Context: an optimization exercise on an open-source flow, tuned for small area and a short achievable clock period. The choices shown serve that exercise and are no tape-out recipe.
Where RTL was checked, it was by simulation tests only, not by an equivalence proof against the original.
No functional check of the RTL was part of runs 3 and 4.

## flow/design.v (module list and top-level ports; edited modules follow where they fit)
// module fpu_pfx_add: 39 lines
// module fpu_lzc32: 32 lines
// module fpu_special_case: 59 lines
// module fpu_add_far: 85 lines
// module fpu_adder: 92 lines
// module fpu_multiplier: 56 lines
// module fpu_mul_tree: 484 lines
// module fpu_top: 97 lines
module fpu_top (
	input  logic             clk,
	input  logic             i_rst_n,
	input  logic [1:0]       i_op,
	input  logic [31:0]      i_a,
	input  logic [31:0]      i_b,
	output logic [31:0]      o_result
);
  // ...
==> flow/flow/run.sh <==
#!/bin/bash
set -euo pipefail
ARGS=("SETUP_SLACK_MARGIN=5.5" "BUFFER_PORTS_ARGS=-buffer_cell sky130_fd_sc_hd__buf_2")
bash standard.sh "${ARGS[@]}" synth > flow_synth.log 2>&1
R=orfs/results/${FLOW_PLATFORM:-sky130hd}/fpu_top/base
cp "$R/1_2_yosys.v" "$R/1_2_yosys_std.v"
python3 flow/fixfa2.py "$R/1_2_yosys_std.v" "$R/1_2_yosys.v" > flow_fixfa.log 2>&1
touch "$R/1_2_yosys.v"
bash standard.sh "${ARGS[@]}" finish > flow_make.log 2>&1
==> flow/flow/fixfa2.py <==
#!/usr/bin/env python3
"""Remove inverters around full adders in a Yosys gate netlist.

A full adder is self-dual: FA(~a, ~b, ~c) = (~sum, ~cout). Yosys's adder extraction
leaves inverters between many sky130 fa cells; choosing for each fa cell whether it
works on true or complemented signals can make most of them unnecessary. This picks
those choices by local search to minimise the number of inverters, then rewrites the
netlist: the function at every port and register is unchanged.

usage: fixfa2.py in.v out.v
"""
import random
import re
import sys
from collections import defaultdict

INV = "sky130_fd_sc_hd__inv_2"
OUTS = {"X", "Y", "SUM", "COUT", "Q", "Q_N", "HI", "LO"}
FA_IN = ("A", "B", "CIN")
FA_OUT = ("SUM", "COUT")

src = open(sys.argv[1]).read()
m = re.search(r"\n\s*module\s+(\S+)\s*\(", src)
head_end = src.index(";", m.end()) + 1
end = src.rindex("endmodule")
body = src[head_end:end]

cell_re = re.compile(r"\n(\s*)((?:\(\*[^\n]*\*\)\s*)*)(sky130_fd_sc_hd__\w+)\s+(\S+)\s*\((.*?)\);", re.S)
pin_re = re.compile(r"\.(\w+)\(\s*(.*?)\s*\)\s*(?:,|$)", re.S)

cells = {}
pieces = []
pos = 0
for cm in cell_re.finditer(body):
    pieces.append(body[pos:cm.start()])
    pos = cm.end()
    typ, name, pins = cm.group(3), cm.group(4), cm.group(5)
    cells[name] = [typ, dict((p, n.strip()) for p, n in pin_re.findall(pins))]
pieces.append(body[pos:])
rest_text = "".join(pieces)

is_inv = lambda n: cells[n][0].startswith("sky130_fd_sc_hd__inv_")
is_fa = lambda n: cells[n][0].startswith("sky130_fd_sc_hd__fa_")

# nets referenced outside cell instances: ports and assigns keep their function
ports = set()
for d in re.findall(r"\b(?:input|output|inout)\b[^;]*;", src):
    ports.update(re.findall(r"\\?[A-Za-z_][\w$\[\]]*", d.split(None, 1)[1] if False else d))
ext_text = re.sub(r"\bwire\b[^;]*;", "", rest_text)
ext = set(re.findall(r"\\\S+|[A-Za-z_][\w$]*(?:\[\d+\])?", ext_text))
for d in re.findall(r"\b(?:input|output|inout)\s+(?:\[[^\]]*\]\s*)?(\S+?)\s*;", src):
    ext.add(d)


def expand(net):
    return net


drv = {}
for name, (typ, pm) in cells.items():
    for p, n in pm.items():
        if p in OUTS:
            drv[n] = (name, p)


def base(net):
    par = 0
    seen = 0
    while net in drv and is_inv(drv[net][0]) and seen < 50:
        net = cells[drv[net][0]][1]["A"]
        par ^= 1
        seen += 1
    return net, par


def ext_used(net):
    b = net.split("[")[0]
    return net in ext or b in ext


# consumers of each root: (cell, pin, parity); inverters only count through their loads
cons = defaultdict(list)
fixed_roots = set()
for name, (typ, pm) in cells.items():
    if is_inv(name):
        continue
    for p, n in pm.items():
        if p in OUTS:
            continue
        r, par = base(n)
        cons[r].append((name, p, par))
# nets used outside cells: their chain must stay as it is
for name, (typ, pm) in cells.items():
    if is_inv(name):
        y = pm["Y"]
        if ext_used(y):
            r, par = base(y)
            fixed_roots.add(r)
for n in list(drv):
    if ext_used(n):
        fixed_roots.add(base(n)[0])

fa_names = [n for n in cells if is_fa(n)]
ha_names = [n for n in cells if cells[n][0] == "sky130_fd_sc_hd__ha_1"]
flip = dict((n, 0) for n in fa_names + ha_names)
free = set(ha_names)
for n in fa_names:
    pm = cells[n][1]
    if all(pm[p] not in fixed_roots for p in FA_OUT):
        free.add(n)


HA_IN = ("A", "B")


def in_pins(c):
    return FA_IN if is_fa(c) else HA_IN


def root_phys(r):
    d = drv.get(r)
    if d and d[0] in flip and is_fa(d[0]) and d[1] in FA_OUT:
        return flip[d[0]]
    return 0


def root_cost(r):
    if r in fixed_roots:
        return 0
    ph = root_phys(r)
    for (c, p, par) in cons[r]:
        need = par ^ (flip[c] if (c in flip and p in in_pins(c)) else 0)
        if need != ph:
            return 1
    return 0


fa_roots = {}
for n in fa_names:
    pm = cells[n][1]
    rs = set(pm[p] for p in FA_OUT)
    rs.update(base(pm[p])[0] for p in FA_IN)
    fa_roots[n] = rs
for n in ha_names:
    pm = cells[n][1]
    fa_roots[n] = set(base(pm[p])[0] for p in HA_IN)

roots = set(cons) | set(drv)
cost = sum(root_cost(r) for r in roots if r not in fixed_roots)
before = cost


def delta(n):
    rs = fa_roots[n]
    b = sum(root_cost(r) for r in rs)
    flip[n] ^= 1
    a = sum(root_cost(r) for r in rs)
    flip[n] ^= 1
    return a - b


rng = random.Random(1)
order = sorted(free)
for it in range(60):
    rng.shuffle(order)
    improved = False
    for n in order:
        d = delta(n)
        if d < 0 or (d == 0 and rng.random() < 0.3 and it < 40):
            flip[n] ^= 1
            cost += d
            if d < 0:
                improved = True
    if not improved and it >= 40:
        break
cost = sum(root_cost(r) for r in roots if r not in fixed_roots)

# rebuild: drop every inverter that is not on a fixed chain, then add one per root that
# needs its complement
keep_inv = set()
for name in cells:
    if is_inv(name):
        r, par = base(cells[name][1]["Y"])
        if r in fixed_roots:
            keep_inv.add(name)
new_cells = {}
for name, (typ, pm) in cells.items():
    if is_inv(name) and name not in keep_inv:
        continue
    new_cells[name] = [typ, dict(pm)]

new_wires = []
compl = {}


def complement_of(r):
    if r not in compl:
        w = f"_fixfa_n{len(compl)}_"
        new_wires.append(w)
        new_cells[f"_fixfa_inv{len(compl)}_"] = [INV, {"A": r, "Y": w}]
        compl[r] = w
    return compl[r]


for name, (typ, pm) in list(new_cells.items()):
    if name in keep_inv or name.startswith("_fixfa_inv"):
        continue
    for p, n in list(pm.items()):
        if p in OUTS:
            continue
        r, par = base(n)
        if r in fixed_roots:
            continue
        need = par ^ (flip[name] if (name in flip and p in in_pins(name)) else 0)
        pm[p] = r if need == root_phys(r) else complement_of(r)

# a flipped half adder takes complemented inputs: sum = xor, carry = nor
for name in ha_names:
    if flip[name] and name in new_cells:
        typ, pm = new_cells.pop(name)
        new_cells[name + "_x"] = ["sky130_fd_sc_hd__xor2_1", {"A": pm["A"], "B": pm["B"], "X": pm["SUM"]}]
        new_cells[name + "_c"] = ["sky130_fd_sc_hd__nor2_1", {"A": pm["A"], "B": pm["B"], "Y": pm["COUT"]}]

out = [src[:head_end], "\n"]
out += [f"  wire {w};\n" for w in new_wires]
out.append(rest_text.rstrip() + "\n")
for name, (typ, pm) in new_cells.items():
    pins = ",\n".join(f"    .{p}({n}{' ' if n.startswith(chr(92)) else ''})" for p, n in pm.items())
    out.append(f"  {typ} {name} (\n{pins}\n  );\n")
out.append(src[end:])
open(sys.argv[2], "w").write("".join(out))
ninv0 = sum(1 for n in cells if is_inv(n))
ninv1 = sum(1 for n in new_cells if new_cells[n][0].startswith("sky130_fd_sc_hd__inv_"))
print(f"fixfa2: {sum(flip[n] for n in fa_names)} of {len(fa_names)} full adders and "
      f"{sum(flip[n] for n in ha_names)} of {len(ha_names)} half adders flipped; "
      f"inverters {ninv0} -> {ninv1}", file=sys.stderr)
==> flow/standard.sh <==
#!/bin/bash
# synth_recipe.tcl (not shown) runs the flow's synth.tcl, then flattens the netlist and writes it again
# the make line also repeats each setting of config.mk as NAME=value (left out here)
make -C /OpenROAD-flow-scripts/flow DESIGN_CONFIG=/design/flow/config.mk WORK_HOME=/design/flow/orfs CLKGATE_MAP_FILE= SYNTH_SCRIPT=/design/flow/synth_recipe.tcl "${@:-finish}"
==> flow/config.mk <==
export PLATFORM = sky130hd
export DESIGN_NAME = fpu_top
export DESIGN_NICKNAME = fpu_top
export VERILOG_FILES = /design/flow/design.v
export SDC_FILE = /design/flow/constraint.sdc
export NUM_CORES = 4
export LEC_CHECK = 0
export ABC_AREA = 1
export CAP_MARGIN = 20
export CORE_MARGIN = 2
export CORE_UTILIZATION = 40
export SLEW_MARGIN = 20
==> flow/constraint.sdc <==
create_clock -name core_clock -period 17.0 [get_ports {clk}]
set_input_delay 3.4000 -clock core_clock [delete_from_list [all_inputs] [get_ports {clk}]]
set_output_delay 3.4000 -clock core_clock [all_outputs]
set_load 0.01 [all_outputs]
==> results.py, run 1 <==
metrics = {
    "worst_setup_path": {
        "worst-path-buf-inv": 14,
        "critPathCaptureType": "register",
        "worstPathArrival_ns": 11.27,
    },
    "synthesis": {
        "syn-num-nets": 4855,
        "yosysWarnings": 26,
        "synth_cells": 4418,
    },
    "timing": {
        "final_max_slew_viol_count": 0,
    },
    "placement": {
        "portBuffers": 99,
        "dpl_worst_slack_ns": 2.19,
    },
    "global_route": {
        "grt_util_met3": 0.0847,
    },
    "final_layout": {
        "seq-cell-share": 0.0267,
        "multi_input_area_share": 0.813,
        "nets": 4815,
        "drive_above_1_share": 0.190,
        "clock_area_frac": 0.00559,
        "multiInputGateArea_sq_um": 24400,
    },
    "clock_network": {
        "htreeDepth": 2,
    },
    "route": {
        "drt_wl_total_um": 126000,
        "wl_met1_um": 51700,
    },
    "floorplan": {
        "rows": 96,
        "die_area_sq_um": 71300,
        "ios": 100,
        "nWellTaps": 882,
    },
    "status": {
        "outcome": "complete, no violations",
    },
}
==> run 2: changes to the inputs <==
--- a/flow/flow/run.sh
+++ b/flow/flow/run.sh
@@ -2,3 +2,3 @@
 set -euo pipefail
-ARGS=("SETUP_SLACK_MARGIN=5.5" "BUFFER_PORTS_ARGS=-buffer_cell sky130_fd_sc_hd__buf_2")
+ARGS=("SETUP_SLACK_MARGIN=5.75" "BUFFER_PORTS_ARGS=-buffer_cell sky130_fd_sc_hd__buf_2")
 bash standard.sh "${ARGS[@]}" synth > flow_synth.log 2>&1
==> run 2 against run 1 <==
  * Synthesized cell count stayed put
  * Synthesized area unchanged
  * Critical path type unchanged
  * Largest cell class unchanged
==> results.py, run 2 <==
metrics = {
    "status": {
        "outcome": "complete, no violations",
    },
    "worst_setup_path": {
        "critical-path-max-stage-delay_ns": 0.37,
        "cpMostUsedCell": "nand3_1",
        "start_kind": "input port",
        "cp_data_required_time_ns": 17.14,
        "critPathCaptureType": "register",
        "worst-path-buf-inv": 8,
        "cp_max_fo": 37,
        "path_class": "in -> reg",
        "crit_family": "simple AND/OR/NAND/NOR gates",
        "worstPathArrival_ns": 11.10,
        "cp_slowest_cell": "ha_1",
    },
    "floorplan": {
        "die_area_sq_um": 71300,
        "die_w_um": 267,
        "design.core.area_sq_um": 68500,
        "start_util": 0.404,
        "rows": 96,
        "die_h_um": 267,
        "ios": 100,
    },
    "global_route": {
        "grt_pass1_wl_um": 187000,
        "grt-ovfl-total": 0,
        "grt_max_degree": 50,
        "antenna_found_initial": 4,
        "first_global_vias": 29700,
        "grt.total_usage": 0.345,
    },
    "final_layout": {
        "fin_util": 0.444,
        "nets": 4834,
        "layout_common_cells": "nand2_1, nand3_1, inv_2",
        "drive_above_1_share": 0.199,
        "area_delta_synth_final_pct": 9.92,
        "largest_reg_flops": 32,
        "regMostFlops": "o_result",
        "finalInstanceArea_sq_um": 30400,
        "reg_top3": "o_result (32)",
        "final_common_cell": "nand2_1",
        "fill_cells": 7323,
    },
    "route": {
        "drt_wl_total_um": 126000,
        "num_vias": 32300,
        "firstDrtPassIters": 6,
        "wl_per_cell_um": 23.9,
        "ant_nets": 0,
        "vias_per_cell": 6.12,
        "drc": 0,
        "drt_iter0_drc": 4550,
    },
    "timing": {
        "max_freq_mhz": 91.3,
        "fin_crit_sh": 0.645,
        "final_max_slew_viol_count": 0,
        "worst_slew_pin_slew_ns": 0.995,
        "final-setup-viol-count": 0,
        "slew_headroom": 0.337,
        "setup_tns_ns": 0,
        "hold_viol": 0,
        "rsz0062_at_grt": "true",
        "final.min_clock_period_ns": 10.96,
    },
    "synthesis": {
        "synth_cells": 4418,
        "syn_area_sq_um": 27700,
        "syn-num-nets": 4855,
        "yosysWarnings": 26,
        "syn_avg_cell_area_sq_um": 6.26,
    },
    "placement": {
        "portBuffers": 99,
        "dp_hpwl_um": 91100,
        "place_area_sq_um": 28600,
        "place_congestion": 1.00,
    },
    "run": {
        "max_cap_viol_count": 0,
    },
    "clock_network": {
        "numCtsBuffers": 5,
        "cts_root_buf": "clkbuf_16",
        "cts_hold_buf": 0,
        "cts_max_path_buffers": 2,
        "cts.sinks": 32,
        "cts_tree": "done",
        "clk_pin_slew_ns": 0.05,
        "htreeDepth": 2,
    },
    "min_path": {
        "min_path_type": "in -> async",
    },
}
==> run 2: through the flow <==
step / hold slack [ns] / instances / setup slack [ns]
floorplan: 3.10 / 4418 / 6.10
global placement: 3.49 / 5196 / 2.52
detailed placement: 3.49 / 5196 / 2.19
CTS: 3.20 / 5231 / 5.77
global route: 3.25 / 5280 / 5.63
finish: 3.18 / 5281 / 6.04
==> run 2: metal layers <==
metal / track usage / part of all wire / vias up
met5: 0 / 0.00021 / -
met4: 0.126 / 0.044 / 4
met3: 0.0862 / 0.13 / 370
met2: 0.506 / 0.41 / 2180
met1: 0.486 / 0.41 / 15100
li1: - / - / 14700
==> run 2: worst max-delay path by stage <==
stage | startpoint | end | slack (ns) | cells past startpoint
final | i_b[15] | o_result[1]$_DFF_PN0_ | 6.04 | 43
after global routing | i_a[28] | o_result[30]$_DFF_PN0_ | 5.63 | 58
after CTS | i_b[24] | o_result[14]$_DFF_PN0_ | 5.77 | 56
after floorplan | i_b[24] | o_result[30]$_DFF_PN0_ | 6.10 | 54
after detailed placement | i_b[21] | o_result[28]$_DFF_PN0_ | 2.19 | 52
after global placement | i_b[21] | o_result[30]$_DFF_PN0_ | 2.52 | 53
==> run 2: area by class of cell <==
type | count | area, sq um | area share
Multi-Input combinational cell | 3639 | 24600 | 0.809
Clock buffer | 5 | 125 | 0.00412
Timing Repair Buffer | 222 | 1790 | 0.0587
Timing Repair inverter | 2 | 13.8 | 0.000453
Tap cell | 882 | 1100 | 0.0363
Antenna cell | 1 | 2.50 | 0.0000823
Clock inverter | 3 | 42.5 | 0.00140
Inverter | 495 | 1940 | 0.0638
Sequential cell | 32 | 801 | 0.0263
==> run 2: timing repair <==
action,4_1_cts,5_1_grt
hold endpoints to repair,0,0
buffers inserted,17,40
gates resized for setup,90,135
pin swaps,13,31
setup endpoints to repair,32,31
cloned,10,8
==> module fpu_add_far, before the edit <==
module fpu_add_far (
	input  logic            i_sign,
	input  logic [7:0]      i_exp,
	input  logic [23:0]     i_big_mant,
	input  logic [23:0]     i_small_mant,
	input  logic [7:0]      i_diff,
	input  logic            i_sub,
	output logic [27:0]     o_raw,
	output logic [7:0]      o_exp_p1,
	output fpu_pkg::float_t o_sum
);
	logic [25:0] shifted;
	logic        sticky;
	logic [23:0] low_mask;
	logic [26:0] small_ext;
	logic [27:0] raw;
	logic [23:0] mant;
	logic        guard;
	logic        rest;
	logic        inc;
	logic [24:0] rounded;
	logic [7:0]  exp_m1;
	logic [7:0]  exp_p1;
	logic [7:0]  exp_p2;
	logic [1:0]  exp_sel;
	assign shifted   = (i_diff > 8'd25) ? 26'd0 : ({i_small_mant, 2'b00} >> i_diff[4:0]);
	always_comb begin
		for (int j = 0; j < 24; j++) begin
			low_mask[j] = (i_diff >= 8'(j + 3));
		end
	end
	assign sticky    = |(i_small_mant & low_mask);
	assign small_ext = {shifted, sticky};
	logic raw_co;
	fpu_pfx_add #(.W(28)) u_add (
		.i_a   ({1'b0, i_big_mant, 3'b000}),
		.i_b   ({1'b0, small_ext} ^ {28{i_sub}}),
		.i_ci  (i_sub),
		.o_sum (raw),
		.o_co  (raw_co)
	);
	always_comb begin
		if (raw[27]) begin
			mant  = raw[27:4];
			guard = raw[3];
			rest  = |raw[2:0];
		end else if (raw[26]) begin
			mant  = raw[26:3];
			guard = raw[2];
			rest  = |raw[1:0];
		end else begin
			mant  = raw[25:2];
			guard = raw[1];
			rest  = raw[0];
		end
	end
	assign inc     = guard & (rest | mant[0]);
	logic rnd_co;
	fpu_pfx_add #(.W(25)) u_rnd (
		.i_a   ({1'b0, mant}),
		.i_b   (25'd0),
		.i_ci  (inc),
		.o_sum (rounded),
		.o_co  (rnd_co)
	);
	logic [2:0] e_co;
	fpu_pfx_add #(.W(8)) u_em1 (.i_a(i_exp), .i_b(8'hff), .i_ci(1'b0), .o_sum(exp_m1), .o_co(e_co[0]));
	fpu_pfx_add #(.W(8)) u_ep1 (.i_a(i_exp), .i_b(8'h00), .i_ci(1'b1), .o_sum(exp_p1), .o_co(e_co[1]));
	fpu_pfx_add #(.W(8)) u_ep2 (.i_a(i_exp), .i_b(8'h01), .i_ci(1'b1), .o_sum(exp_p2), .o_co(e_co[2]));
	assign exp_sel = raw[27] ? 2'd2 : (raw[26] ? 2'd1 : 2'd0);
	always_comb begin
		case ({exp_sel, rounded[24]})
			3'b000:  o_sum.f.exp = exp_m1;
			3'b001:  o_sum.f.exp = i_exp;
			3'b010:  o_sum.f.exp = i_exp;
			3'b011:  o_sum.f.exp = exp_p1;
			3'b100:  o_sum.f.exp = exp_p1;
			default: o_sum.f.exp = exp_p2;
		endcase
	end
	assign o_raw        = raw;
	assign o_exp_p1     = exp_p1;
	assign o_sum.f.sign = i_sign;
	assign o_sum.f.frac = rounded[22:0];
endmodule
==> module fpu_adder, before the edit <==
module fpu_adder (
	input  fpu_pkg::float_t i_a,
	input  fpu_pkg::float_t i_b,
	output logic [27:0]     o_near_raw,
	output logic [4:0]      o_near_lz,
	input  logic [24:2]     i_near_norm,
	output logic            o_near,
	output fpu_pkg::float_t o_near_sum,
	output fpu_pkg::float_t o_far_sum
);
	logic        a_big;
	logic [7:0]  a_exp;
	logic [7:0]  b_exp;
	logic [23:0] a_mant;
	logic [23:0] b_mant;
	logic [8:0]  d_ab;
	logic [8:0]  d_ba;
	logic        a_ge;
	logic        big_sign;
	logic [7:0]  big_exp;
	logic [7:0]  big_exp_p1;
	logic [27:0] raw;
	logic [4:0]  lz;
	logic [7:0]  exp_n;
	logic        e_co;
	logic [7:0]  diff;
	logic        eff_sub;
	logic        near;
	fpu_pkg::float_t far_sum;
	fpu_pkg::float_t near_sum;
	assign a_exp  = i_a.f.exp | {7'b0, ~|i_a.f.exp};
	assign b_exp  = i_b.f.exp | {7'b0, ~|i_b.f.exp};
	assign a_mant = {|i_a.f.exp, i_a.f.frac};
	assign b_mant = {|i_b.f.exp, i_b.f.frac};
	logic [30:0] cmp_sum;
	fpu_pfx_add #(.W(31)) u_cmp (
		.i_a   (i_a.word[30:0]),
		.i_b   (~i_b.word[30:0]),
		.i_ci  (1'b1),
		.o_sum (cmp_sum),
		.o_co  (a_big)
	);
	logic co_dab;
	logic co_dba;
	fpu_pfx_add #(.W(9)) u_dab (
		.i_a   ({1'b0, a_exp}),
		.i_b   ({1'b1, ~b_exp}),
		.i_ci  (1'b1),
		.o_sum (d_ab),
		.o_co  (co_dab)
	);
	fpu_pfx_add #(.W(9)) u_dba (
		.i_a   ({1'b0, b_exp}),
		.i_b   ({1'b1, ~a_exp}),
		.i_ci  (1'b1),
		.o_sum (d_ba),
		.o_co  (co_dba)
	);
	assign a_ge = ~d_ab[8];
	assign diff = a_ge ? d_ab[7:0] : d_ba[7:0];
	assign eff_sub = i_a.f.sign ^ i_b.f.sign;
	fpu_add_far u_far (
		.i_sign       (big_sign),
		.i_exp        (big_exp),
		.i_big_mant   (a_big ? a_mant : b_mant),
		.i_small_mant (a_big ? b_mant : a_mant),
		.i_diff       (diff),
		.i_sub        (eff_sub),
		.o_raw        (raw),
		.o_exp_p1     (big_exp_p1),
		.o_sum        (far_sum)
	);
	assign big_sign = a_big ? i_a.f.sign : i_b.f.sign;
	assign big_exp  = a_ge ? a_exp : b_exp;
	assign near = ~|raw[27:25];
	fpu_lzc32 u_lzc (.i_v({raw, 4'b0}), .o_cnt(lz));
	fpu_pfx_add #(.W(8)) u_exp (.i_a(big_exp_p1), .i_b({3'b111, ~lz}), .i_ci(1'b1), .o_sum(exp_n), .o_co(e_co));
	always_comb begin
		if (raw == '0) begin
			near_sum.word = '0;
		end else begin
			near_sum.f.sign = big_sign;
			near_sum.f.exp  = exp_n;
			near_sum.f.frac = i_near_norm;
		end
	end
	assign o_near_raw = raw;
	assign o_near_lz  = lz;
	assign o_near     = near;
	assign o_near_sum = near_sum;
	assign o_far_sum  = far_sum;
endmodule
==> run 3: changes to the inputs <==
--- a/flow/design.v
+++ b/flow/design.v
@@ -56,2 +56,44 @@
 endmodule
+module fpu_pfx_add2 #(
+	parameter int W = 32
+) (
+	input  logic [W-1:0] i_a,
+	input  logic [W-1:0] i_b,
+	output logic [W-1:0] o_sum0,
+	output logic [W-1:0] o_sum1,
+	output logic         o_co0
+);
+	localparam int L = (W > 32) ? 6 : (W > 16) ? 5 : (W > 8) ? 4 : (W > 4) ? 3 : (W > 2) ? 2 : 1;
+	logic [W-1:0] g [L+1];
+	logic [W-1:0] p [L+1];
+	logic [W-1:0] h;
+	always_comb begin
+		for (int i = 0; i < W; i++) begin
+			g[0][i] = i_a[i] & i_b[i];
+			p[0][i] = i_a[i] ^ i_b[i];
+			h[i]    = i_a[i] ^ i_b[i];
+		end
+		for (int l = 0; l < L; l++) begin
+			for (int i = 0; i < W; i++) begin
+				if (l == 0 && i > 0) begin
+					g[1][i] = g[0][i] | (p[0][i] & g[0][i-1]);
+					p[1][i] = p[0][i] & p[0][i-1];
+				end else if (l > 0 && ((i >> l) & 1)) begin
+					g[l+1][i] = g[l][i] | (p[l][i] & g[l][((i >> l) << l) - 1]);
+					p[l+1][i] = p[l][i] & p[l][((i >> l) << l) - 1];
+				end else begin
+					g[l+1][i] = g[l][i];
+					p[l+1][i] = p[l][i];
+				end
+			end
+		end
+		o_sum0[0] = h[0];
+		o_sum1[0] = ~h[0];
+		for (int i = 1; i < W; i++) begin
+			o_sum0[i] = h[i] ^ g[L][i-1];
+			o_sum1[i] = h[i] ^ (g[L][i-1] | p[L][i-1]);
+		end
+		o_co0 = g[L][W-1];
+	end
+endmodule
 module fpu_lzc32 (
@@ -149,2 +191,3 @@
 	input  logic            i_sign,
+	input  logic            i_small_sign,
 	input  logic [7:0]      i_exp,
@@ -155,2 +198,3 @@
 	output logic [27:0]     o_raw,
+	output logic            o_sign,
 	output logic [7:0]      o_exp_p1,
@@ -158,2 +202,3 @@
 );
+	logic        swapped;
 	logic [25:0] shifted;
@@ -180,10 +225,14 @@
 	assign small_ext = {shifted, sticky};
-	logic raw_co;
-	fpu_pfx_add #(.W(28)) u_add (
-		.i_a   ({1'b0, i_big_mant, 3'b000}),
-		.i_b   ({1'b0, small_ext} ^ {28{i_sub}}),
-		.i_ci  (i_sub),
-		.o_sum (raw),
-		.o_co  (raw_co)
+	logic [27:0] sum0;
+	logic [27:0] sum1;
+	logic        co0;
+	fpu_pfx_add2 #(.W(28)) u_add (
+		.i_a    ({1'b0, i_big_mant, 3'b000}),
+		.i_b    ({1'b0, small_ext} ^ {28{i_sub}}),
+		.o_sum0 (sum0),
+		.o_sum1 (sum1),
+		.o_co0  (co0)
 	);
+	assign swapped = i_sub & ~co0;
+	assign raw     = ~i_sub ? sum0 : (co0 ? sum1 : ~sum0);
 	always_comb begin
@@ -229,3 +278,4 @@
 	assign o_exp_p1     = exp_p1;
-	assign o_sum.f.sign = i_sign;
+	assign o_sign       = swapped ? i_small_sign : i_sign;
+	assign o_sum.f.sign = o_sign;
 	assign o_sum.f.frac = rounded[22:0];
@@ -242,3 +292,3 @@
 );
-	logic        a_big;
+	logic        a_ge;
 	logic [7:0]  a_exp;
@@ -249,3 +299,2 @@
 	logic [8:0]  d_ba;
-	logic        a_ge;
 	logic        big_sign;
@@ -266,10 +315,2 @@
 	assign b_mant = {|i_b.f.exp, i_b.f.frac};
-	logic [30:0] cmp_sum;
-	fpu_pfx_add #(.W(31)) u_cmp (
-		.i_a   (i_a.word[30:0]),
-		.i_b   (~i_b.word[30:0]),
-		.i_ci  (1'b1),
-		.o_sum (cmp_sum),
-		.o_co  (a_big)
-	);
 	logic co_dab;
@@ -294,6 +335,7 @@
 	fpu_add_far u_far (
-		.i_sign       (big_sign),
+		.i_sign       (a_ge ? i_a.f.sign : i_b.f.sign),
+		.i_small_sign (a_ge ? i_b.f.sign : i_a.f.sign),
 		.i_exp        (big_exp),
-		.i_big_mant   (a_big ? a_mant : b_mant),
-		.i_small_mant (a_big ? b_mant : a_mant),
+		.i_big_mant   (a_ge ? a_mant : b_mant),
+		.i_small_mant (a_ge ? b_mant : a_mant),
 		.i_diff       (diff),
@@ -301,2 +343,3 @@
 		.o_raw        (raw),
+		.o_sign       (big_sign),
 		.o_exp_p1     (big_exp_p1),
@@ -304,3 +347,2 @@
 	);
-	assign big_sign = a_big ? i_a.f.sign : i_b.f.sign;
 	assign big_exp  = a_ge ? a_exp : b_exp;
--- a/flow/flow/run.sh
+++ b/flow/flow/run.sh
@@ -2,3 +2,3 @@
 set -euo pipefail
-ARGS=("SETUP_SLACK_MARGIN=5.75" "BUFFER_PORTS_ARGS=-buffer_cell sky130_fd_sc_hd__buf_2")
+ARGS=("SETUP_SLACK_MARGIN=5.5" "BUFFER_PORTS_ARGS=-buffer_cell sky130_fd_sc_hd__buf_2")
 bash standard.sh "${ARGS[@]}" synth > flow_synth.log 2>&1
==> run 3 against run 2 <==
  * Cell count rose by 3.9%
  * Critical path depth rose by 1
  * Flip-flop and latch count did not move
  * Global-route usage rose by 0.92 points
  * Synthesized area rose by 0.53%
  * Maximum frequency fell by 3.1%
  * Critical path type unchanged
  * Still clean
  * Core utilization rose by 2.7 points
  * First-iteration DRC count fell by 2.7%
  * Wire length rose by 5.5%
  * Via count rose by 3.7%
==> results.py, run 3 <==
metrics = {
    "timing": {
        "fin_crit_sh": 0.665,
        "setup_ws_ns": 5.69,
        "slew_headroom": 0.321,
        "max_freq_mhz": 88.4,
        "final.min_clock_period_ns": 11.31,
        "final_max_slew_viol_count": 0,
        "final-setup-viol-count": 0,
        "hold_viol": 0,
        "rsz0062_at_grt": "true",
        "worst_slew_pin_slew_ns": 1.02,
        "setup_tns_ns": 0,
        "fin_hold_ws_ns": 3.17,
    },
    "synthesis": {
        "syn_avg_cell_area_sq_um": 6.22,
        "yosysWarnings": 23,
        "syn-num-nets": 4891,
        "synth_cells": 4469,
        "syn_area_sq_um": 27800,
    },
    "floorplan": {
        "die_h_um": 268,
        "start_util": 0.405,
        "ios": 100,
        "design.core.area_sq_um": 68700,
        "rows": 96,
        "die_area_sq_um": 71600,
        "die_w_um": 268,
    },
    "route": {
        "vias_per_cell": 6.11,
        "drt_iter0_drc": 4425,
        "drc": 0,
        "drt_wl_total_um": 133000,
        "ant_nets": 0,
        "num_vias": 33500,
        "firstDrtPassIters": 6,
        "wl_per_cell_um": 24.3,
    },
    "final_layout": {
        "regMostFlops": "o_result",
        "fill_cells": 7348,
        "drive_above_1_share": 0.247,
        "nets": 4972,
        "fin_util": 0.471,
        "layout_common_cells": "nand2_1, nand3_1, inv_2",
        "finalNonFillerCells": 5486,
        "final_common_cell": "nand2_1",
        "area_delta_synth_final_pct": 16.5,
        "largest_reg_flops": 32,
        "reg_top3": "o_result (32)",
    },
    "clock_network": {
        "clk_pin_slew_ns": 0.05,
        "cts_root_buf": "clkbuf_16",
        "numCtsBuffers": 5,
        "cts_max_path_buffers": 2,
        "cts_tree": "done",
        "htreeDepth": 2,
        "cts_hold_buf": 0,
        "cts.sinks": 32,
    },
    "worst_setup_path": {
        "critPathCaptureType": "register",
        "cp_data_required_time_ns": 17.17,
        "worstPathArrival_ns": 11.47,
        "start_kind": "input port",
        "cp_slowest_cell": "fa_1",
        "path_class": "in -> reg",
        "cp_max_fo": 26,
        "critical-path-max-stage-delay_ns": 0.56,
    },
    "placement": {
        "dpl_worst_slack_ns": 1.47,
        "place_congestion": 1.02,
        "portBuffers": 99,
        "place_inst": 5310,
        "dp_hpwl_um": 90800,
    },
    "run": {
        "max_cap_viol_count": 0,
    },
    "global_route": {
        "grt_pass1_wl_um": 193000,
        "grt_max_degree": 61,
        "first_global_vias": 31000,
        "grt-ovfl-total": 0,
        "grt.total_usage": 0.354,
        "antenna_found_initial": 3,
    },
    "status": {
        "outcome": "complete, no violations",
    },
    "min_path": {
        "min_path_type": "in -> async",
    },
}
## run 3: worst paths after layout
kind	from	to	slack (ns)
min	i_rst_n	o_result[13]$_DFF_PN0_	3.17
max in group asynchronous	i_rst_n	o_result[30]$_DFF_PN0_	13.36
min in group core_clock	i_a[31]	o_result[31]$_DFF_PN0_	3.64
max	i_b[26]	o_result[17]$_DFF_PN0_	5.69
## run 3: critical path, delay by kind of cell
kind                       cells  cell delay, ns
adders and majority gates      5            2.47
xor gates and xnor gates       3            0.86
and+or+nand+nor               22            2.89
AOI/OAI and AO/OA              2            0.15
buffers and inverters         12            1.62
## run 3: what timing repair did
action	in CTS	in global routing
gates resized for setup	102	270
endpoints found under the setup margin	32	32
setup buffers	53	71
cloned	20	20
pin swaps	33	62
## run 3: final cells by class
class	count	area [sq um]	area share
repair inverters	2	16.3	0.000502
multi-input cells	3682	25600	0.791
clock inverters	3	42.5	0.00131
repair buffers	309	2560	0.0792
clock buffers	5	125	0.00386
well taps	931	1160	0.0360
flip-flops and latches	32	801	0.0247
diodes	4	10.0	0.000309
inverters	518	2030	0.0628
## run 3: through the flow
step	area, sq um
3_3_place_gp	29000
4_1_cts	30400
5_1_grt	32400
6_report	32400
3_5_place_dp	29000
2_1_floorplan	27800
## run 3: layer usage
| layer | track usage | wire length [um] | up-vias |
|---|---|---|---|
| met5 | 0 | 0 | - |
| met4 | 0.147 | 7980 | 0 |
| met3 | 0.0867 | 17800 | 521 |
| met2 | 0.526 | 54400 | 2343 |
| met1 | 0.488 | 53200 | 15600 |
| li1 | - | - | 15000 |
==> module fpu_pfx_add, before the edit <==
module fpu_pfx_add #(
	parameter int W = 32
) (
	input  logic [W-1:0] i_a,
	input  logic [W-1:0] i_b,
	input  logic         i_ci,
	output logic [W-1:0] o_sum,
	output logic         o_co
);
	localparam int L = (W >= 32) ? 6 : (W >= 16) ? 5 : (W >= 8) ? 4 : (W >= 4) ? 3 : (W >= 2) ? 2 : 1;
	logic [W:0] g [L+1];
	logic [W:0] p [L+1];
	always_comb begin
		g[0][0] = i_ci;
		p[0][0] = 1'b0;
		for (int i = 0; i < W; i++) begin
			g[0][i+1] = i_a[i] & i_b[i];
			p[0][i+1] = i_a[i] ^ i_b[i];
		end
		for (int l = 0; l < L; l++) begin
			for (int i = 0; i <= W; i++) begin
				if (l == 0 && i > 0) begin
					g[1][i] = g[0][i] | (p[0][i] & g[0][i-1]);
					p[1][i] = p[0][i] & p[0][i-1];
				end else if ((i >> l) & 1) begin
					g[l+1][i] = g[l][i] | (p[l][i] & g[l][((i >> l) << l) - 1]);
					p[l+1][i] = p[l][i] & p[l][((i >> l) << l) - 1];
				end else begin
					g[l+1][i] = g[l][i];
					p[l+1][i] = p[l][i];
				end
			end
		end
		for (int i = 0; i < W; i++) begin
			o_sum[i] = p[0][i+1] ^ g[L][i];
		end
		o_co = g[L][W];
	end
endmodule
==> module fpu_top, before the edit <==
module fpu_top (
	input  logic             clk,
	input  logic             i_rst_n,
	input  logic [1:0]       i_op,
	input  logic [31:0]      i_a,
	input  logic [31:0]      i_b,
	output logic [31:0]      o_result
);
	fpu_pkg::float_t a_w;
	fpu_pkg::float_t b_w;
	logic   is_sub;
	logic   is_mul;
	logic   is_rsv;
	fpu_pkg::float_t eff_b;
	logic   sel_a;
	logic   sel_b;
	logic   sel_zero;
	logic   sel_inf;
	logic   sel_arith;
	fpu_pkg::float_t near_sum;
	fpu_pkg::float_t far_sum;
	logic   near;
	fpu_pkg::float_t product;
	logic   sel_near;
	logic   sel_far;
	logic   sel_prod;
	logic   sign_x;
	logic [31:0] early;
	logic [31:0] next_result;
	logic [27:0] near_raw;
	logic [4:0]  near_lz;
	logic [47:0] prod_raw;
	logic [5:0]  prod_shift;
	logic [47:0] sh_in;
	logic [5:0]  sh_amt;
	logic [47:0] sh_out;
	assign a_w.word = i_a;
	assign b_w.word = i_b;
	assign is_sub = (i_op == fpu_pkg::op_sub);
	assign is_mul = (i_op == fpu_pkg::op_mul);
	assign is_rsv = (i_op == fpu_pkg::op_rsv);
	always_comb begin
		eff_b        = b_w;
		eff_b.f.sign = b_w.f.sign ^ is_sub;
	end
	fpu_special_case u_special (
		.i_a        (a_w),
		.i_b        (eff_b),
		.i_is_mul   (is_mul),
		.i_is_rsv   (is_rsv),
		.o_sel_a    (sel_a),
		.o_sel_b    (sel_b),
		.o_sel_zero (sel_zero),
		.o_sel_inf  (sel_inf),
		.o_sel_arith(sel_arith)
	);
	fpu_adder u_adder (
		.i_a        (a_w),
		.i_b        (eff_b),
		.o_near_raw (near_raw),
		.o_near_lz  (near_lz),
		.i_near_norm(sh_out[46:24]),
		.o_near     (near),
		.o_near_sum (near_sum),
		.o_far_sum  (far_sum)
	);
	fpu_multiplier u_mult (
		.i_a       (a_w),
		.i_b       (b_w),
		.o_raw     (prod_raw),
		.o_shift   (prod_shift),
		.i_norm    (sh_out[47:23]),
		.o_product (product)
	);
	assign sh_in  = is_mul ? prod_raw : {near_raw, 20'b0};
	assign sh_amt = is_mul ? prod_shift : {1'b0, near_lz};
	assign sh_out = sh_in << sh_amt;
	assign sign_x   = i_a[31] ^ i_b[31];
	assign sel_prod = sel_arith & is_mul;
	assign sel_near = sel_arith & ~is_mul & near;
	assign sel_far  = sel_arith & ~is_mul & ~near;
	assign early[31]    = (i_a[31] & sel_a) | (eff_b.f.sign & sel_b) | (sign_x & (sel_zero | sel_inf));
	assign early[30:23] = (i_a[30:23] & {8{sel_a}}) | (i_b[30:23] & {8{sel_b}}) | {8{sel_inf | is_rsv}};
	assign early[22]    = (i_a[22] & sel_a) | (i_b[22] & sel_b) | is_rsv;
	assign early[21:0]  = (i_a[21:0] & {22{sel_a}}) | (i_b[21:0] & {22{sel_b}});
	assign next_result = early
	                   | (near_sum.word & {32{sel_near}})
	                   | (far_sum.word & {32{sel_far}})
	                   | (product.word & {32{sel_prod}});
	always_ff @(posedge clk or negedge i_rst_n) begin
		if (!i_rst_n) begin
			o_result <= '0;
		end else begin
			o_result <= next_result;
		end
	end
endmodule
==> run 4: changes to the inputs <==
--- a/flow/design.v
+++ b/flow/design.v
@@ -38,6 +38,3 @@
 			for (int i = 0; i <= W; i++) begin
-				if (l == 0 && i > 0) begin
-					g[1][i] = g[0][i] | (p[0][i] & g[0][i-1]);
-					p[1][i] = p[0][i] & p[0][i-1];
-				end else if ((i >> l) & 1) begin
+				if ((i >> l) & 1) begin
 					g[l+1][i] = g[l][i] | (p[l][i] & g[l][((i >> l) << l) - 1]);
@@ -56,44 +53,2 @@
 endmodule
-module fpu_pfx_add2 #(
-	parameter int W = 32
-) (
-	input  logic [W-1:0] i_a,
-	input  logic [W-1:0] i_b,
-	output logic [W-1:0] o_sum0,
-	output logic [W-1:0] o_sum1,
-	output logic         o_co0
-);
-	localparam int L = (W > 32) ? 6 : (W > 16) ? 5 : (W > 8) ? 4 : (W > 4) ? 3 : (W > 2) ? 2 : 1;
-	logic [W-1:0] g [L+1];
-	logic [W-1:0] p [L+1];
-	logic [W-1:0] h;
-	always_comb begin
-		for (int i = 0; i < W; i++) begin
-			g[0][i] = i_a[i] & i_b[i];
-			p[0][i] = i_a[i] ^ i_b[i];
-			h[i]    = i_a[i] ^ i_b[i];
-		end
-		for (int l = 0; l < L; l++) begin
-			for (int i = 0; i < W; i++) begin
-				if (l == 0 && i > 0) begin
-					g[1][i] = g[0][i] | (p[0][i] & g[0][i-1]);
-					p[1][i] = p[0][i] & p[0][i-1];
-				end else if (l > 0 && ((i >> l) & 1)) begin
-					g[l+1][i] = g[l][i] | (p[l][i] & g[l][((i >> l) << l) - 1]);
-					p[l+1][i] = p[l][i] & p[l][((i >> l) << l) - 1];
-				end else begin
-					g[l+1][i] = g[l][i];
-					p[l+1][i] = p[l][i];
-				end
-			end
-		end
-		o_sum0[0] = h[0];
-		o_sum1[0] = ~h[0];
-		for (int i = 1; i < W; i++) begin
-			o_sum0[i] = h[i] ^ g[L][i-1];
-			o_sum1[i] = h[i] ^ (g[L][i-1] | p[L][i-1]);
-		end
-		o_co0 = g[L][W-1];
-	end
-endmodule
 module fpu_lzc32 (
@@ -191,3 +146,2 @@
 	input  logic            i_sign,
-	input  logic            i_small_sign,
 	input  logic [7:0]      i_exp,
@@ -195,13 +149,9 @@
 	input  logic [23:0]     i_small_mant,
+	input  logic [4:0]      i_small_tz,
 	input  logic [7:0]      i_diff,
 	input  logic            i_sub,
-	output logic [27:0]     o_raw,
-	output logic            o_sign,
-	output logic [7:0]      o_exp_p1,
 	output fpu_pkg::float_t o_sum
 );
-	logic        swapped;
 	logic [25:0] shifted;
 	logic        sticky;
-	logic [23:0] low_mask;
 	logic [26:0] small_ext;
@@ -218,21 +168,12 @@
 	assign shifted   = (i_diff > 8'd25) ? 26'd0 : ({i_small_mant, 2'b00} >> i_diff[4:0]);
-	always_comb begin
-		for (int j = 0; j < 24; j++) begin
-			low_mask[j] = (i_diff >= 8'(j + 3));
-		end
-	end
-	assign sticky    = |(i_small_mant & low_mask);
+	assign sticky    = ({3'b0, i_small_tz} + 8'd3 <= i_diff);
 	assign small_ext = {shifted, sticky};
-	logic [27:0] sum0;
-	logic [27:0] sum1;
-	logic        co0;
-	fpu_pfx_add2 #(.W(28)) u_add (
-		.i_a    ({1'b0, i_big_mant, 3'b000}),
-		.i_b    ({1'b0, small_ext} ^ {28{i_sub}}),
-		.o_sum0 (sum0),
-		.o_sum1 (sum1),
-		.o_co0  (co0)
+	logic raw_co;
+	fpu_pfx_add #(.W(28)) u_add (
+		.i_a   ({1'b0, i_big_mant, 3'b000}),
+		.i_b   ({1'b0, small_ext} ^ {28{i_sub}}),
+		.i_ci  (i_sub),
+		.o_sum (raw),
+		.o_co  (raw_co)
 	);
-	assign swapped = i_sub & ~co0;
-	assign raw     = ~i_sub ? sum0 : (co0 ? sum1 : ~sum0);
 	always_comb begin
@@ -276,8 +217,70 @@
 	end
-	assign o_raw        = raw;
-	assign o_exp_p1     = exp_p1;
-	assign o_sign       = swapped ? i_small_sign : i_sign;
-	assign o_sum.f.sign = o_sign;
+	assign o_sum.f.sign = i_sign;
 	assign o_sum.f.frac = rounded[22:0];
 endmodule
+module fpu_add_near (
+	input  logic            i_a_sign,
+	input  logic            i_b_sign,
+	input  logic [7:0]      i_a_exp,
+	input  logic [7:0]      i_b_exp,
+	input  logic [23:0]     i_a_mant,
+	input  logic [23:0]     i_b_mant,
+	input  logic            i_a_big,
+	input  logic            i_sub,
+	output logic [25:0]     o_raw,
+	output logic [4:0]      o_lz,
+	input  logic [24:2]     i_norm,
+	output fpu_pkg::float_t o_sum
+);
+	logic        d1;
+	logic [23:0] big_mant;
+	logic [23:0] small_mant;
+	logic [25:0] small_sh;
+	logic [25:0] raw;
+	logic        raw_co;
+	logic [7:0]  a_exp_p1;
+	logic [7:0]  b_exp_p1;
+	logic [7:0]  big_exp_p1;
+	logic [2:0]  e_co;
+	logic [7:0]  exp_n;
+	logic [4:0]  lz;
+	logic [24:2] norm;
+	logic [22:0] frac_r;
+	logic        fr_co;
+	assign d1         = i_a_exp[0] ^ i_b_exp[0];
+	assign big_mant   = i_a_big ? i_a_mant : i_b_mant;
+	assign small_mant = i_a_big ? i_b_mant : i_a_mant;
+	assign small_sh   = d1 ? {2'b00, small_mant} : {1'b0, small_mant, 1'b0};
+	fpu_pfx_add #(.W(26)) u_sub (
+		.i_a   ({1'b0, big_mant, 1'b0}),
+		.i_b   (small_sh ^ {26{i_sub}}),
+		.i_ci  (i_sub),
+		.o_sum (raw),
+		.o_co  (raw_co)
+	);
+	fpu_pfx_add #(.W(8)) u_ap1 (.i_a(i_a_exp), .i_b(8'h00), .i_ci(1'b1), .o_sum(a_exp_p1), .o_co(e_co[0]));
+	fpu_pfx_add #(.W(8)) u_bp1 (.i_a(i_b_exp), .i_b(8'h00), .i_ci(1'b1), .o_sum(b_exp_p1), .o_co(e_co[1]));
+	assign big_exp_p1 = i_a_big ? a_exp_p1 : b_exp_p1;
+	fpu_lzc32 u_lzc (.i_v({raw, 6'b0}), .o_cnt(lz));
+	assign o_raw = raw;
+	assign o_lz  = lz;
+	assign norm  = i_norm;
+	fpu_pfx_add #(.W(8)) u_exp (.i_a(big_exp_p1), .i_b({3'b111, ~lz}), .i_ci(1'b1), .o_sum(exp_n), .o_co(e_co[2]));
+	fpu_pfx_add #(.W(23)) u_rnd (
+		.i_a   (raw[23:1]),
+		.i_b   (23'd0),
+		.i_ci  (raw[0] & raw[1]),
+		.o_sum (frac_r),
+		.o_co  (fr_co)
+	);
+	always_comb begin
+		if (raw == '0) begin
+			o_sum.word = '0;
+		end else begin
+			o_sum.f.sign = i_a_big ? i_a_sign : i_b_sign;
+			o_sum.f.exp  = exp_n;
+			o_sum.f.frac = (raw[25:24] == 2'b01) ? frac_r : norm[24:2];
+		end
+	end
+endmodule
 module fpu_adder (
@@ -285,3 +288,3 @@
 	input  fpu_pkg::float_t i_b,
-	output logic [27:0]     o_near_raw,
+	output logic [25:0]     o_near_raw,
 	output logic [4:0]      o_near_lz,
@@ -292,3 +295,3 @@
 );
-	logic        a_ge;
+	logic        a_big;
 	logic [7:0]  a_exp;
@@ -297,11 +300,9 @@
 	logic [23:0] b_mant;
+	logic [23:0] a_rev;
+	logic [23:0] b_rev;
+	logic [4:0]  a_tz;
+	logic [4:0]  b_tz;
 	logic [8:0]  d_ab;
 	logic [8:0]  d_ba;
-	logic        big_sign;
-	logic [7:0]  big_exp;
-	logic [7:0]  big_exp_p1;
-	logic [27:0] raw;
-	logic [4:0]  lz;
-	logic [7:0]  exp_n;
-	logic        e_co;
+	logic        a_ge;
 	logic [7:0]  diff;
@@ -315,2 +316,12 @@
 	assign b_mant = {|i_b.f.exp, i_b.f.frac};
+	logic [23:0] cmp_sum;
+	logic        a_mge;
+	fpu_pfx_add #(.W(24)) u_cmp (
+		.i_a   (a_mant),
+		.i_b   (~b_mant),
+		.i_ci  (1'b1),
+		.o_sum (cmp_sum),
+		.o_co  (a_mge)
+	);
+	assign a_big = (a_exp[0] ^ b_exp[0]) ? a_ge : a_mge;
 	logic co_dab;
@@ -333,31 +344,36 @@
 	assign diff = a_ge ? d_ab[7:0] : d_ba[7:0];
+	always_comb begin
+		for (int i = 0; i < 24; i++) begin
+			a_rev[i] = a_mant[23-i];
+			b_rev[i] = b_mant[23-i];
+		end
+	end
+	fpu_lzc32 u_tza (.i_v({a_rev, 8'hff}), .o_cnt(a_tz));
+	fpu_lzc32 u_tzb (.i_v({b_rev, 8'hff}), .o_cnt(b_tz));
 	assign eff_sub = i_a.f.sign ^ i_b.f.sign;
+	assign near = (diff[7:1] == 7'd0) & (eff_sub | ~(a_mant[23] | b_mant[23]));
 	fpu_add_far u_far (
 		.i_sign       (a_ge ? i_a.f.sign : i_b.f.sign),
-		.i_small_sign (a_ge ? i_b.f.sign : i_a.f.sign),
-		.i_exp        (big_exp),
+		.i_exp        (a_ge ? a_exp : b_exp),
 		.i_big_mant   (a_ge ? a_mant : b_mant),
 		.i_small_mant (a_ge ? b_mant : a_mant),
+		.i_small_tz   (a_ge ? b_tz : a_tz),
 		.i_diff       (diff),
 		.i_sub        (eff_sub),
-		.o_raw        (raw),
-		.o_sign       (big_sign),
-		.o_exp_p1     (big_exp_p1),
 		.o_sum        (far_sum)
 	);
-	assign big_exp  = a_ge ? a_exp : b_exp;
-	assign near = ~|raw[27:25];
-	fpu_lzc32 u_lzc (.i_v({raw, 4'b0}), .o_cnt(lz));
-	fpu_pfx_add #(.W(8)) u_exp (.i_a(big_exp_p1), .i_b({3'b111, ~lz}), .i_ci(1'b1), .o_sum(exp_n), .o_co(e_co));
-	always_comb begin
-		if (raw == '0) begin
-			near_sum.word = '0;
-		end else begin
-			near_sum.f.sign = big_sign;
-			near_sum.f.exp  = exp_n;
-			near_sum.f.frac = i_near_norm;
-		end
-	end
-	assign o_near_raw = raw;
-	assign o_near_lz  = lz;
+	fpu_add_near u_near (
+		.i_a_sign (i_a.f.sign),
+		.i_b_sign (i_b.f.sign),
+		.i_a_exp  (a_exp),
+		.i_b_exp  (b_exp),
+		.i_a_mant (a_mant),
+		.i_b_mant (b_mant),
+		.i_a_big  (a_big),
+		.i_sub    (eff_sub),
+		.o_raw    (o_near_raw),
+		.o_lz     (o_near_lz),
+		.i_norm   (i_near_norm),
+		.o_sum    (near_sum)
+	);
 	assign o_near     = near;
@@ -935,3 +951,3 @@
 	logic [31:0] next_result;
-	logic [27:0] near_raw;
+	logic [25:0] near_raw;
 	logic [4:0]  near_lz;
@@ -980,3 +996,3 @@
 	);
-	assign sh_in  = is_mul ? prod_raw : {near_raw, 20'b0};
+	assign sh_in  = is_mul ? prod_raw : {near_raw, 22'b0};
 	assign sh_amt = is_mul ? prod_shift : {1'b0, near_lz};
==> flow/flow/run.sh (replaced) <==
#!/bin/bash
# The standard layout (the standard.sh with its unchanged synthesis) with three changes:
#  - between synthesis and floorplan, flow/fixfa2.py removes inverters around the full
#    adders by choosing each adder's polarity (a full adder is self-dual);
#  - then flow/resyn.tcl maps the plain logic again with an area-only ABC mapping
#    (flow/area.abc), keeping adders, flip-flops and their names;
#  - the port buffers that placement puts on every input and output are
#    sky130_fd_sc_hd__buf_4 instead of the delay cell buffer_ports picks by itself.
# The netlist's function is unchanged. Each tool's output goes to a log of its own here;
# ORFS keeps its step logs in orfs/logs.
set -euo pipefail
ARGS=("BUFFER_PORTS_ARGS=-buffer_cell sky130_fd_sc_hd__buf_4")
bash standard.sh "${ARGS[@]}" synth > flow_synth.log 2>&1
P=${FLOW_PLATFORM:-sky130hd}
R=orfs/results/$P/fpu_top/base
cp "$R/1_2_yosys.v" "$R/1_2_yosys_std.v"
python3 flow/fixfa2.py "$R/1_2_yosys_std.v" "$R/1_2_yosys_fa.v" > flow_fixfa.log 2>&1
# the platform's don't-use cells (as ORFS's synthesis passes them to ABC)
DONT_USE=$(cat flow/dont_use.txt)
RESYN_LIB="$FLOW_HOME/platforms/$P/lib/sky130_fd_sc_hd__tt_025C_1v80.lib" \
RESYN_IN="$R/1_2_yosys_fa.v" RESYN_OUT="$R/1_2_yosys.v" RESYN_TOP="${FLOW_TOP:-fpu_top}" \
RESYN_SCRIPT="$PWD/flow/area.abc" RESYN_DONT_USE="$DONT_USE" \
  yosys -c flow/resyn.tcl > flow_resyn.log 2>&1
touch "$R/1_2_yosys.v"
bash standard.sh "${ARGS[@]}" finish > flow_make.log 2>&1
==> flow/flow/area.abc (new file) <==
strash
dch
map -a
topo
stime -c
buffer -c
upsize -c
dnsize -c
==> flow/flow/dont_use.txt (new file) <==
sky130_fd_sc_hd__lpflow_bleeder_1
sky130_fd_sc_hd__lpflow_clkbufkapwr_1
sky130_fd_sc_hd__lpflow_clkbufkapwr_16
sky130_fd_sc_hd__lpflow_clkbufkapwr_2
sky130_fd_sc_hd__lpflow_clkbufkapwr_4
sky130_fd_sc_hd__lpflow_clkbufkapwr_8
sky130_fd_sc_hd__lpflow_clkinvkapwr_1
sky130_fd_sc_hd__lpflow_clkinvkapwr_16
sky130_fd_sc_hd__lpflow_clkinvkapwr_2
sky130_fd_sc_hd__lpflow_clkinvkapwr_4
sky130_fd_sc_hd__lpflow_clkinvkapwr_8
sky130_fd_sc_hd__lpflow_decapkapwr_12
sky130_fd_sc_hd__lpflow_decapkapwr_3
sky130_fd_sc_hd__lpflow_decapkapwr_4
sky130_fd_sc_hd__lpflow_decapkapwr_6
sky130_fd_sc_hd__lpflow_decapkapwr_8
sky130_fd_sc_hd__lpflow_inputiso0n_1
sky130_fd_sc_hd__lpflow_inputiso0p_1
sky130_fd_sc_hd__lpflow_inputiso1n_1
sky130_fd_sc_hd__lpflow_inputiso1p_1
sky130_fd_sc_hd__lpflow_inputisolatch_1
sky130_fd_sc_hd__lpflow_isobufsrc_1
sky130_fd_sc_hd__lpflow_isobufsrc_16
sky130_fd_sc_hd__lpflow_isobufsrc_2
sky130_fd_sc_hd__lpflow_isobufsrc_4
sky130_fd_sc_hd__lpflow_isobufsrc_8
sky130_fd_sc_hd__lpflow_isobufsrckapwr_16
sky130_fd_sc_hd__lpflow_lsbuf_lh_hl_isowell_tap_1
sky130_fd_sc_hd__lpflow_lsbuf_lh_hl_isowell_tap_2
sky130_fd_sc_hd__lpflow_lsbuf_lh_hl_isowell_tap_4
sky130_fd_sc_hd__lpflow_lsbuf_lh_isowell_4
sky130_fd_sc_hd__lpflow_lsbuf_lh_isowell_tap_1
sky130_fd_sc_hd__lpflow_lsbuf_lh_isowell_tap_2
sky130_fd_sc_hd__lpflow_lsbuf_lh_isowell_tap_4
sky130_fd_sc_hd__probe_p_8
sky130_fd_sc_hd__probec_p_8
==> flow/flow/resyn.tcl (new file) <==
# Re-map the synthesized netlist's plain logic with an area-only ABC mapping. Full and
# half adders, flip-flops and tie cells are kept as they are (blackboxes); every other
# cell is read back as its liberty function, flattened and mapped again.
set lib $::env(RESYN_LIB)
yosys read_liberty -ignore_miss_func -ignore_miss_dir -ignore_miss_data_latch $lib
foreach c {fa_1 fa_2 fa_4 ha_1 ha_2 ha_4 dfrtp_1 dfrtp_2 dfrtp_4 conb_1} {
  yosys blackbox sky130_fd_sc_hd__$c
}
yosys read_verilog $::env(RESYN_IN)
yosys hierarchy -top $::env(RESYN_TOP)
yosys flatten
yosys opt_clean
set dont_use {}
foreach c $::env(RESYN_DONT_USE) { lappend dont_use -dont_use $c }
yosys abc -script $::env(RESYN_SCRIPT) -liberty $lib {*}$dont_use
yosys opt_clean -purge
yosys stat -liberty $lib
yosys write_verilog -noattr -nohex -nodec $::env(RESYN_OUT)
--- a/flow/config.mk
+++ b/flow/config.mk
@@ -11,2 +11,3 @@
 export CORE_UTILIZATION = 40
+export SETUP_SLACK_MARGIN = 5
 export SLEW_MARGIN = 20
==> run 4 against run 3 <==
  * Critical endpoint is now o_result[0]$_DFF_PN0_
  * Cell count shrank 1.0%
  * Wire length grew 3.8%
  * Synthesized cell count shrank 4.2%
  * Highest routed layer is now met5
  * Worst setup slack lost 1.2 ns
  * Core utilization grew 2.7 points
  * Non-clock buffer count grew 145
==> results.py, run 4 <==
metrics = {
    "status": {
        "outcome": "complete, no violations",
    },
    "clock_network": {
        "clk_pin_slew_ns": 0.06,
        "numCtsBuffers": 5,
        "cts_tree": "done",
        "htreeDepth": 2,
        "cts.sinks": 32,
        "cts_max_path_buffers": 2,
        "cts_root_buf": "clkbuf_16",
    },
    "route": {
        "firstDrtPassIters": 10,
        "ant_nets": 0,
        "drt_iter0_drc": 4635,
        "wl_per_cell_um": 25.5,
        "num_vias": 34000,
        "vias_per_cell": 6.26,
        "drc": 0,
        "drt_wl_total_um": 138000,
    },
    "floorplan": {
        "start_util": 0.405,
        "die_area_sq_um": 71700,
        "ios": 100,
        "die_h_um": 268,
        "design.core.area_sq_um": 68700,
        "die_w_um": 268,
        "rows": 96,
    },
    "worst_setup_path": {
        "cp_data_required_time_ns": 17.12,
        "critPathCaptureType": "register",
        "path_class": "in -> reg",
        "start_kind": "input port",
        "cp_slowest_cell": "fa_4",
        "worstPathArrival_ns": 12.58,
        "crit_start": "i_a[29]",
        "cpMostUsedCell": "nand2_1",
        "cp_max_fo": 17,
        "critical-path-max-stage-delay_ns": 0.53,
    },
    "placement": {
        "place_congestion": 1.05,
        "dp_hpwl_um": 94000,
        "portBuffers": 99,
        "place_area_sq_um": 29600,
    },
    "final_layout": {
        "layout_common_cells": "nand2_1, nor2_1, inv_1",
        "drive_above_1_share": 0.202,
        "finalInstanceArea_sq_um": 34300,
        "fill_cells": 6921,
        "regMostFlops": "o_result",
        "largest_reg_flops": 32,
        "reg_top3": "o_result (32)",
        "nets": 4994,
        "final_common_cell": "nand2_1",
        "fin_util": 0.499,
        "area_delta_synth_final_pct": 23.1,
    },
    "timing": {
        "setup_tns_ns": 0,
        "fin_hold_ws_ns": 3.07,
        "fin_crit_sh": 0.733,
        "final.min_clock_period_ns": 12.47,
        "final-setup-viol-count": 0,
        "rsz0062_at_grt": "true",
        "final_max_slew_viol_count": 0,
        "worst_slew_pin_slew_ns": 1.15,
        "max_freq_mhz": 80.2,
        "hold_viol": 0,
        "slew_headroom": 0.228,
    },
    "global_route": {
        "first_global_vias": 31500,
        "grt_pass1_wl_um": 200000,
        "antenna_found_initial": 6,
        "grt_max_degree": 57,
        "grt.total_usage": 0.370,
        "grt-ovfl-total": 0,
    },
    "synthesis": {
        "syn_avg_cell_area_sq_um": 6.50,
        "syn-num-nets": 4779,
        "yosysWarnings": 33,
        "synth_cells": 4282,
        "syn_area_sq_um": 27800,
    },
    "run": {
        "max_cap_viol_count": 0,
    },
    "min_path": {
        "min_path_type": "in -> async",
    },
}
[run 4: layer usage]
layer / wire length (um) / vias up / global-route usage
met5: 59 / - / 0
met4: 8140 / 8 / 0.153
met3: 20000 / 611 / 0.108
met2: 57000 / 2565 / 0.553
met1: 53200 / 16000 / 0.497
li1: - / 14800 / -
[run 4: layout make-up]
cell class              instances  area, sq um  area share
diodes                          2         5.00    0.000146
clock buffers                   6          129     0.00376
clock inverters                 2         35.0     0.00102
inverters                     509         2060      0.0600
multi-input cells            3490        26000       0.758
flip-flops and latches         32          801      0.0234
well taps                     931         1160      0.0340
repair buffers                454         4070       0.119
repair inverters                5         42.5     0.00124
[run 4: final timing paths]
path	endpoint	slack, ns	depth (start not counted)
worst max-delay path	o_result[0]$_DFF_PN0_	4.53	73
worst min-delay path	o_result[26]$_DFF_PN0_	3.07	1
max in group asynchronous	o_result[23]$_DFF_PN0_	13.58	1
min in group core_clock	o_result[30]$_DFF_PN0_	3.55	3
[run 4: worst max-delay path, delay by kind of cell]
kind | cells | cell delay, ns
AO/OA/AOI/OAI | 20 | 2.78
AND/OR/NAND/NOR | 29 | 3.06
XOR/XNOR | 2 | 0.35
adder cells (fa/ha/maj) | 3 | 1.01
buffers and inverters | 19 | 1.93
[run 4: metrics by stage]
step / std cells / setup slack, ns
after floorplan: 4282 / 4.75
after CTS: 5334 / 4.69
after global placement: 5136 / 1.69
after global routing: 5429 / 3.94
after detailed placement: 5136 / 1.49
final: 5431 / 4.53
[run 4: timing repair]
item | 4_1_cts | 5_1_grt
hold buffers | 0 | 0
setup endpoints to repair | 32 | 32
gates resized for setup | 293 | 280
pin swaps | 132 | 127
setup buffers | 172 | 87
cloned | 18 | 8

==> afterwards: timing with drivers on the ports <==
Ports are ideal in the flow. The routed layouts listed here were re-timed in OpenROAD.
Step 1, drivers: a clkbuf_16 drives clk and a buf_2 each remaining input, both assumed.
Step 2 times the ports against the registers' clock, not the clock port: input delays grow and output delays shrink by t, the midpoint of the rising clock arrivals with the driver on.
Three values: ideal ports, drivers, drivers and shift; two values: the first two.
run	t (ns)	setup WS [ns]	slew at the worst register clock pin (ns)
run 1	0.307	5.873 / 5.886 / 5.579	0.05 / 0.05
run 2	0.306	6.042 / 6.054 / 5.747	0.05 / 0.05
run 3	0.307	5.692 / 5.699 / 5.392	0.05 / 0.05
run 4	0.316	4.531 / 4.528 / 4.212	0.06 / 0.06
After both steps every run listed still meets setup and hold. For run 4, which loses most, drivers alone change the setup slack by -0.003 ns; drivers and shift together by -0.319 ns.
